Source: an optimization exercise on an open RTL-to-GDS flow (aim: a short achievable clock period and few clock cycles). Production flows keep margins and buffers that such runs may drop. Only simulation tests tie the RTL to the original design; equivalence was not proved.

before:
## armCore
module armCore (
    input  wire                      CLK,
    input  wire                      Reset,
    input  wire armPipePkg::wordT    instr,
    input  wire armPipePkg::wordT    readData,
    input  wire                      cacheReady,
    output armPipePkg::wordT         pc,
    output armPipePkg::wordT         aluResult,
    output armPipePkg::wordT         writeData,
    output logic                     cpuValid,
    output logic                     cpuOp
);
    logic [29:0] pcW, base;
    logic baseOk, predF;
    logic [29:0] offF, tgtF, pcW1, pcW3, base1, pcW2F, pcW4F;
    logic storeF;
    armIsaPkg::regIdxT ra2F;
    logic [14:0] sel1F, sel2F;
    logic validD, predD;
    armPipePkg::wordT instrD;
    logic [29:0] pcD, pcD2, pcD4, altD, alt2D, tgtD, tgt2D;
    logic [14:0] sel1D, sel2D;
    logic pc1D, pc2D;
    logic isMemD, isLoadD, isStoreD, isBranchD, aluWriteD, loadWriteD, flagWriteD;
    logic isArithD, isSubD, isLogicD, isAndD, useImmD, useRnD, useRmD, useRdD, writeD;
  ...
Size: about 6100 cells after synthesis, ~1100 flip-flops, about 170 I/O pins, roughly 65000 um^2 of cells after synthesis.
Settings: LEC_CHECK=0, CAP_MARGIN=40, CELL_PAD_IN_SITES_DETAIL_PLACEMENT=1, CELL_PAD_IN_SITES_GLOBAL_PLACEMENT=2, CORE_MARGIN=2, CORE_UTILIZATION=40, SETUP_SLACK_MARGIN=3.5, SLEW_MARGIN=40; clock period 6.0 ns.
run.sh (not shown) runs the stock make flow with config.mk's settings and CLKGATE_MAP_FILE= SYNTH_SCRIPT=/design/flow/synth_recipe.tcl, a recipe that flattens the netlist after the stock synthesis.
Testbench counts of before, summed over its fixed seeds: cycles 24,109.
Inputs modified between before and after:
--- a/flow/design.v
+++ b/flow/design.v
@@ -324,14 +324,13 @@
     logic validD, predD;
     armPipePkg::wordT instrD;
     logic [29:0] pcD, pcD2, pcD4, altD, alt2D, tgtD, tgt2D;
     logic [14:0] sel1D, sel2D;
     logic pc1D, pc2D;
     logic isMemD, isLoadD, isStoreD, isBranchD, aluWriteD, loadWriteD, flagWriteD;
-    logic isArithD, isSubD, isLogicD, isAndD, useImmD, useRnD, useRmD, useRdD, writeD;
-    logic useRnF, useRmF, useRdF, aluWriteF, loadWriteF;
+    logic isArithD, isSubD, isLogicD, isAndD, useImmD, useRnD, useRmD, useRdD;
     armIsaPkg::regIdxT rnD, rmD, rdD, ra2D;
     armPipePkg::wordT immD, rd1D, rd2D, bD;
     logic hazStall;
     logic validE, predE, isMemE, isLoadE, isBranchE, aluWriteE, loadWriteE, flagWriteE;
     logic isArithE, isSubE, isLogicE, isAndE;
     armIsaPkg::condT condE;
@@ -388,17 +387,13 @@
                 pcW <= pcW1;
                 base <= baseOk ? base1 : pcW3;
                 baseOk <= 1'b1;
             end
         end
     end
-    armDecoder decodeF (
-        .instr(instr), .isMem(), .isLoad(), .isStore(storeF), .isBranch(), .aluWrite(aluWriteF),
-        .loadWrite(loadWriteF), .flagWrite(), .isArith(), .isSub(), .isLogic(), .isAnd(),
-        .useImm(), .useRn(useRnF), .useRm(useRmF), .useRd(useRdF), .rn(), .rm(), .rd(), .imm()
-    );
+    assign storeF = instr[27:26] == armIsaPkg::classMem && !instr[20];
     assign ra2F = storeF ? instr[15:12] : instr[3:0];
     for (genvar r = 0; r < 15; r++) begin : gSel
         assign sel1F[r] = instr[19:16] == r;
         assign sel2F[r] = ra2F == r;
     end
     always_ff @(posedge CLK or posedge Reset) begin
@@ -415,26 +410,22 @@
             instrD <= instr;
             predD <= predF;
             pcD <= pcW;
             pcD2 <= pcW2F;
             pcD4 <= pcW4F;
             sel1D <= sel1F;
-            useRnD <= useRnF;
-            useRmD <= useRmF;
-            useRdD <= useRdF;
-            writeD <= aluWriteF | loadWriteF;
             sel2D <= sel2F;
             pc1D <= instr[19:16] == armIsaPkg::pcRegIdx;
             pc2D <= ra2F == armIsaPkg::pcRegIdx;
         end
     end
     armDecoder decoder (
         .instr(instrD), .isMem(isMemD), .isLoad(isLoadD), .isStore(isStoreD),
         .isBranch(isBranchD), .aluWrite(aluWriteD), .loadWrite(loadWriteD), .flagWrite(flagWriteD),
         .isArith(isArithD), .isSub(isSubD), .isLogic(isLogicD), .isAnd(isAndD),
-        .useImm(useImmD), .useRn(), .useRm(), .useRd(),
+        .useImm(useImmD), .useRn(useRnD), .useRm(useRmD), .useRd(useRdD),
         .rn(rnD), .rm(rmD), .rd(rdD), .imm(immD)
     );
     assign ra2D = isStoreD ? rdD : rmD;
     armRegFile regFile (
         .CLK(CLK),
         .weA(regWriteM), .waA(wa3M), .wdA(aluResM),
@@ -445,13 +436,13 @@
         .hitA2(regWriteM & wa3M == ra2D), .hitB2(cpuValid & cpuOp & memWe & memWa == ra2D),
         .pcPlus8({pcD2, 2'b00}),
         .rd1(rd1D), .rd2(rd2D)
     );
     armHazard hazard (
         .validD(validD), .rnD(rnD), .rmD(rmD), .rdD(rdD),
-        .useRnD(useRnD), .useRmD(useRmD), .useRdD(useRdD), .writeD(writeD),
+        .useRnD(useRnD), .useRmD(useRmD), .useRdD(useRdD), .writeD(aluWriteD | loadWriteD),
         .loadE(validE & loadWriteE), .wa3E(wa3E),
         .loadQ(cpuValid & cpuOp & memWe), .waQ(memWa), .cacheReady(cacheReady),
         .loadQ1(q1Valid & q1Op & q1We), .waQ1(q1Wa),
         .stall(hazStall)
     );
     assign bD = useImmD ? immD : rd2D;
==> results.txt <==
- The standard cells in after occupy less silicon area than those in before do.
- Flip-flop and latch count, before and after, higher one = before.
- after vs. before: number of antenna violations at the first check in global routing +5, worst endpoint required time -50 ps.
- after vs before, wire length on met3 went down by about 15%.
- Cmp after vs before: final cell utilization of the core lower in after
- after ended up with slotAddr[1][28] as its endpoint of the most critical setup path; before ended up with slotAddr[0][29].
- Diff before -> after: average footprint of a synthesized cell picked up an extra 1.3%, met2 track demand over resource in global routing picked up an extra 0.58 points.
Testbench counts of after, summed over its fixed seeds: cycles 24,109.

static timing again, ports no longer ideal:
No port has a modelled driver above. Below, the same layouts with a new extraction and two added sets of constraints. Step 1, drivers: a clkbuf_16 drives CLK and a buf_2 each remaining input, both assumed. Step 2 times the ports against the registers' clock, not the clock port: input delays grow and output delays shrink by t, the midpoint of the rising clock arrivals with the driver on. Slacks: ideal / step 1 / step 2; pairs: ideal / step 1.
run | t, ns | setup slack, ns | worst setup path at the end | latest minus earliest clock arrival (ns) | slew at the worst register clock pin (ns)
before | 0.898 | 2.171 / 2.171 / 1.713 | input to register | 0.057 / 0.058 | 0.07 / 0.07
after | 0.874 | 2.359 / 2.359 / 1.727 | input to register | 0.043 / 0.042 | 0.07 / 0.07
After both steps every run listed still meets setup and hold. The setup slack of after, which loses most, moves by 0.000 ns with the drivers and by -0.632 ns with both steps.
